Background: an optimization exercise with open tools, aiming at small area, a short achievable clock period and few clock cycles per item. Do not read the settings as production practice. RTL that was checked went through simulation tests only; none was proved equivalent to the original. Power and IR drop assume default switching activity.

// tri_setup_top
module tri_setup_top (
	input  logic                     clk100,
	input  logic                     rst_n,
	input  logic                     next_frame,
	input  tri_setup_pkg::vtx_word_t vtx_data,
	input  logic                     vtx_empty,
	input  logic                     tri_wait,
	output logic                     vtx_pop,
	output tri_setup_pkg::tri_word_t tri_data,
	output logic                     tri_push
);
Size: about 4200 cells after synthesis, roughly 330 flip-flops.
clock: 4.5 ns
lec_check: 0
abc_area: 1
cap_margin: 20
core_margin: 2
core_utilization: 40
place_density: 0.75
setup_slack_margin: 1.1
slew_margin: 20
run.sh (not shown) runs the stock make flow with config.mk's settings and CLKGATE_MAP_FILE= SYNTH_SCRIPT=/design/flow/synth_recipe.tcl, a recipe that flattens the netlist after the stock synthesis.
The first run ran to the end with no violations.
Testbench counts at the start, summed over its fixed seeds: cycles 8,061, items 800.
Rerun with:
Settings changed: PLACE_DENSITY 0.75 to not set.
Effect: The new run went through all stages and came out clean; final area came out higher slightly; wire length climbs slightly; clock skew rises by 11 ps; worst setup slack is better by 73 ps; worst hold slack is better by 6.4 ps; synthesized area is unchanged; cell count is about the same; power climbs slightly; register-to-register slack gets better by 110 ps; via count fell by a few percent.

* * *

Setup of run A:
Another version of the RTL of tri_setup_top (not shown whole).
For scale: ~210 I/O pins, about 0.030 sq mm of cells after synthesis.
Settings: LEC_CHECK=0, CAP_MARGIN=20, CORE_MARGIN=2, CORE_UTILIZATION=40, SLEW_MARGIN=20; clock period 4.5 ns.
Both conditions hold for run A: the flow ran to the end and the final layout passed the timing, DRC and antenna checks.
Testbench counts of run A, summed over its fixed seeds: cycles 8,061, items 800.
Input changes introduced in run B (baseline for comparison: run A):
diff --git a/flow/config.mk b/flow/config.mk
--- a/flow/config.mk
+++ b/flow/config.mk
@@ -7,2 +7,3 @@
 export LEC_CHECK = 0
+export ABC_AREA = 1
 export CAP_MARGIN = 20
--- outcome ---
- The die area of run B is lower than that of run A.
- Run B: total iterations of the first detailed-routing run 1 above run A
- For wire length of the first global-routing pass, run A and run B come out practically identical.
- Looking at part of the power in the clock network, run B sits 0.7 points above run A.
- Of the two candidates, run A has the worse summed instance area of the synthesized netlist and run B the better one.
- Run B vs run A: non-clock buffer instance count of the final layout down in run B
- Final critical delay including setup and external delays on run B is ahead of run A.
- Run B vs. run A: layout overhead on the synthesized area decreased 3.0 points; final hold slack climbed 60 ps.
For run C, these inputs were changed with respect to run B:
diff --git a/flow/config.mk b/flow/config.mk
--- a/flow/config.mk
+++ b/flow/config.mk
@@ -11,2 +11,3 @@
 export CORE_UTILIZATION = 40
+export SETUP_SLACK_MARGIN = 1.5
 export SLEW_MARGIN = 20
Findings:
Final instance area (run C / run B): 1.3. Area added between synthesis and finish is higher on run C. The power in sequential cells on run B is in line with that on run C.
Changes in run D relative to run C:
diff --git a/flow/config.mk b/flow/config.mk
--- a/flow/config.mk
+++ b/flow/config.mk
@@ -11,3 +11,3 @@
 export CORE_UTILIZATION = 40
-export SETUP_SLACK_MARGIN = 1.5
+export SETUP_SLACK_MARGIN = 0.5
 export SLEW_MARGIN = 20
Findings:
From run C to run D the numbers moved as follows: non-clock buffer count shrank by 429, final design area excluding fillers shrank by 18%. Shortest clock period the worst path allows after layout on run D is up relative to run C. Overall power after layout: run D < run C.

* * *

job 6596:
tri_setup_top, a different RTL version from the one above (not shown whole).
Size in the first run: roughly 3600 cells after synthesis, ~210 I/O pins.
Settings: LEC_CHECK=0, CAP_MARGIN=20, CORE_MARGIN=2, CORE_UTILIZATION=40, SETUP_SLACK_MARGIN=0.3, SLEW_MARGIN=20; clock period 4.5 ns.
Complete run, failing final checks: job 6596, reason setup timing.
### job 6596 -> job 896
Settings: clearing SETUP_SLACK_MARGIN, which used to be 0.3.
[summary]
Ran to the end and failed final checks on setup timing: job 896. The run showing the greater maximum fanout count along the critical path is job 896. | minimum setup slack after placement | higher: job 6596 |. The worst hold slack after final layout in job 896 was lower than what job 6596 gave. Lower met3 track demand over resource in global routing among job 6596 and job 896: job 6596. Relative to job 6596, the buffer count excluding the clock tree in the final layout measured on job 896 has decreased by a few percent. Diff job 6596 -> job 896: met1 routed wirelength after detailed routing decreased 250 µm; first-iteration DRC count fell by about 7%; largest buffer count on any clock path held steady; global router's overall resource usage climbed 0.18 points; final non-filler cell total now sits at about the same level. Compare job 6596 and job 896 | number of detailed-route iterations in the first pass higher: job 6596.
No functional check of the RTL was part of any run of this note.

* * *

Another version of the RTL of tri_setup_top (not shown whole).
For scale: roughly 4200 cells after synthesis, ~210 I/O pins, roughly 30000 um2 of cells after synthesis.
clock: 4.5 ns
lec_check: 0
abc_area: 1
cap_margin: 20
core_margin: 2
core_utilization: 40
setup_slack_margin: 1.1
slew_margin: 20
The first run ran to the end with no violations.
Testbench counts at the start, summed over its fixed seeds: cycles 8,061, items 800.
Rerun with:
SETUP_SLACK_MARGIN = 0.6   (was 1.1)
After rerunning: Routed wire length falls by 4.7%. Flip-flop and latch count is unchanged. Fmax falls by 10%. Final cell count falls by 2.0%.
Rerun with:
SETUP_SLACK_MARGIN = 1.4   (was 0.6)
=>
- critical path depth increases by 3
- via count increases by roughly a tenth
- die area stays the same
- first-iteration DRC count increases by a few percent
- synthesized cell count stays the same
Rerun with:
CAP_MARGIN = 0   (was 20)
SETUP_SLACK_MARGIN = 0.8   (was 1.4)
SLEW_MARGIN = 0   (was 20)
Result:
- worst setup slack degrades by 0.34 ns
- sequential power rises by 4.1%
- power came out lower by 17%
- synthesized area is unchanged

* * *

Setup of v39:
tri_setup_top, a different RTL version from the one above (not shown whole).
Size: about 31000 um2 of cells after synthesis.
clock: 4.5 ns
lec_check: 0
abc_area: 0
cap_margin: 20
core_margin: 2
core_utilization: 40
setup_slack_margin: 1.1
slew_margin: 20
Testbench counts of v39, summed over its fixed seeds: cycles 8,061, items 800.
Inputs modified between v39 and v30:
Settings: a change of CORE_UTILIZATION from 40 to 60; a change of ABC_AREA from 0 to 1.
Number of slew-limit violations in the final report came out exactly the same in v30 and v39.
v30 has met2 routing resource usage after global routing above what v39 had.
v39 ended up with g_edge[2].u_div.w[1] as its worst setup path startpoint; v30 ended up with g_edge[0].u_div.d[3].
[compare] base=v39 new=v30: total stage count of the critical path saw an increase, final routed wirelength across all metal layers saw a decrease.
Global-route usage (v30 over v39): increase, 8.7 points
[inputs] v53 vs v30
Settings: CORE_UTILIZATION now 40, was 60.
Worst-case clock skew delta for v53 relative to v30: 0.019 ns higher. Fraction of standard cell area in multi-input logic, v53 and v30: lower on v53. Part of the total power dissipated in combinational logic, v53 and v30: higher on v30. Area growth from synthesis to layout came out higher on v53 than on v30. Per the comparison of v53 with v30, standard-cell row count shows an increase of about 23%; final critical-path required period shows a reduction of 0.13 ns; sequential cell area share shows a reduction of 0.35 points. Comparing v53 and v30, post-route clock period utilization is higher on v30. Power consumption: v53 higher than v30.
diff inputs: v53 => v42
Settings: SETUP_SLACK_MARGIN: 1.1 -> 1.3.
==> results.txt <==
v42 finished every stage and its layout cleared the timing, DRC and antenna checks.
When v42 is set beside v53, its count of cells resized by post-cts repair turns out to be about 150% larger.
For v42, the end of the critical path was g_edge[0].u_div.w[6], unlike v53, where it was g_edge[0].u_div.w[11].
Per the comparison of v42 with v53, post-synthesis cell count stayed essentially flat, maximum frequency higher, clock transition at the registers of the reported paths barely changed.
### v42 -> v22
Settings: SETUP_SLACK_MARGIN changed from 1.3 to 1.2.
==> comparison <==
Taking v42 as the reference point, the register share of the cell area of v22 rises by 0.85 points. From v42 to v22 the numbers moved as follows: routed length on met3 -900 um; total global-route track usage comparable; total of plain and repair buffers excluding clock buffers went down; final hold slack fell 0.0063 ns. Looking only at diode insertion count for antenna repair, and setting everything else aside, the lower value of v42 and v22 goes to v22.

* * *

## alpha
Starting RTL as in the previous note.
clock: 4.5 ns
lec_check: 0
abc_area: 1
cap_margin: 20
core_margin: 2
core_utilization: 40
cts_buf_list: sky130_fd_sc_hd__clkbuf_4 sky130_fd_sc_hd__clkbuf_8
setup_slack_margin: 1.1
slew_margin: 20
No stage failed in alpha, and the final checks on the layout all came back clean.
Testbench counts of alpha, summed over its fixed seeds: cycles 8,061, items 800.
The following lists how beta was set up differently from alpha:
# alpha
export LEC_CHECK = 0
export ABC_AREA = 1
export CAP_MARGIN = 20
export CORE_MARGIN = 2
export CORE_UTILIZATION = 40
export CTS_BUF_LIST = sky130_fd_sc_hd__clkbuf_4 sky130_fd_sc_hd__clkbuf_8
export SETUP_SLACK_MARGIN = 1.1
export SLEW_MARGIN = 20
create_clock -name core_clock -period 4.5 [get_ports {clk100}]
# beta
export LEC_CHECK = 0
export ABC_AREA = 1
export CAP_MARGIN = 20
export CORE_MARGIN = 2
export CORE_UTILIZATION = 40
export SETUP_SLACK_MARGIN = 1.0
export SLEW_MARGIN = 20
create_clock -name core_clock -period 4.5 [get_ports {clk100}]
Findings:
Every stage of the flow completed for beta, and the final layout passed the timing, DRC and antenna checks.
In beta, the worst setup skew after layout came out 0.011 ns below the value in alpha.
Number of buffers created by CTS ended up 27 lower on beta than on alpha.
Per the comparison of beta with alpha, global-route track usage on met2 up 0.46 points; routed wire length fell 0.78%; setup slack of the critical path after layout has decreased.
Of beta and alpha, alpha shows the higher count of clock-buffer cells in the layout, with beta below it.
beta vs alpha: minimum clock period after layout up
Diff alpha -> beta: layout filler cell count barely changed; antenna cell count picked up an extra 1.

* * *

== old ==
tri_setup_top, a different RTL version from the one above (not shown whole).
Size: about 4300 cells after synthesis, roughly 310 flip-flops, ~210 I/O pins, ~30000 um2 of cells after synthesis.
==> flow/design.v (excerpt) <==
module tri_setup_top (
	input  logic                     clk100,
	input  logic                     rst_n,
	input  logic                     next_frame,
	input  tri_setup_pkg::vtx_word_t vtx_data,
	input  logic                     vtx_empty,
	input  logic                     tri_wait,
	output logic                     vtx_pop,
	output tri_setup_pkg::tri_word_t tri_data,
	output logic                     tri_push
);
Settings: LEC_CHECK=0, ABC_AREA=1, CAP_MARGIN=20, CORE_MARGIN=2, CORE_UTILIZATION=40, SETUP_SLACK_MARGIN=1.0, SLEW_MARGIN=20; clock period 4.5 ns.
Every stage of the flow completed for old, and the final layout passed the timing, DRC and antenna checks.
Testbench counts of old, summed over its fixed seeds: cycles 8,061, items 800.
Relative to old, the following input files were edited for new:
-- flow/config.mk --
<<< old, line 12
export SETUP_SLACK_MARGIN = 1.0
>>> new, line 12
export SETUP_SLACK_MARGIN = 1.1
### Flow results
- Of the two values seen for type of the worst setup path, reg -> out was produced by new and reg -> reg by old.
- Compared with old, in new critical path depth fell 1, average wire per cell in the routed design has increased, remaining global-route overflow saw little to no change, number of H-tree levels has remained practically unchanged.
- new vs. old: wire length grew by 1100 um; leakage power summed over all cells went up about 1.6%; initial standard-cell utilization of the core held; total non-filler cell area in the finished layout up 530 um2.
- Lower post-route clock period utilization among old and new: new

port drivers added, routing unchanged:
The flow's constraints put no driver on any port. The routed layouts listed below were extracted and timed again, unchanged, in two steps. Step 1 assumes that a clkbuf_16 drives the clock port and a buf_2 every other input. Step 2 moves the port delays by t, midway between the first and last clock arrival at a register: inputs arrive t later, outputs are due t later. That takes back most of the time a late clock gives input paths. Slacks: no drivers / after step 1 / after step 2; pairs: no drivers / after step 1.
run	t (ns)	slack for setup (ns)	pins driven straight from the clock port
the first run of note 1	0.637	1.152 / 1.152 / 0.631	1
the second run of note 1	0.649	1.225 / 1.199 / 0.642	1
run A	0.633	0.220 / 0.162 / -0.411	1
run B	0.631	0.274 / 0.210 / -0.318	1
run C	0.646	0.759 / 0.696 / 0.322	1
run D	0.635	0.637 / 0.570 / 0.070	1
job 6596	0.634	-0.188 / -0.255 / -0.161	1
job 896	0.631	-0.231 / -0.296 / -0.457	1
the first run of note 4	0.637	1.172 / 1.197 / 0.560	1
the second run of note 4	0.653	0.785 / 0.761 / 0.175	1
the third run of note 4	0.647	1.218 / 1.237 / 0.590	1
the fourth run of note 4	0.659	0.882 / 0.883 / 0.268	1
v39	0.651	0.747 / 0.747 / 0.426	1
v30	0.623	1.152 / 1.152 / 0.652	1
v53	0.661	1.287 / 1.223 / 0.562	1
v42	0.652	1.325 / 1.325 / 0.702	1
v22	0.663	1.312 / 1.312 / 0.675	1
alpha	0.738	1.210 / 1.210 / 0.506	1
beta	0.663	1.144 / 1.079 / 0.527	1
old	0.633	1.124 / 1.092 / 0.569	1
new	0.633	1.199 / 1.133 / 0.691	1
With both steps, setup timing fails in run A and run B, where it was met with ideal ports. For v53, which loses most, drivers alone change the setup slack by -0.064 ns; drivers and shift together by -0.725 ns.
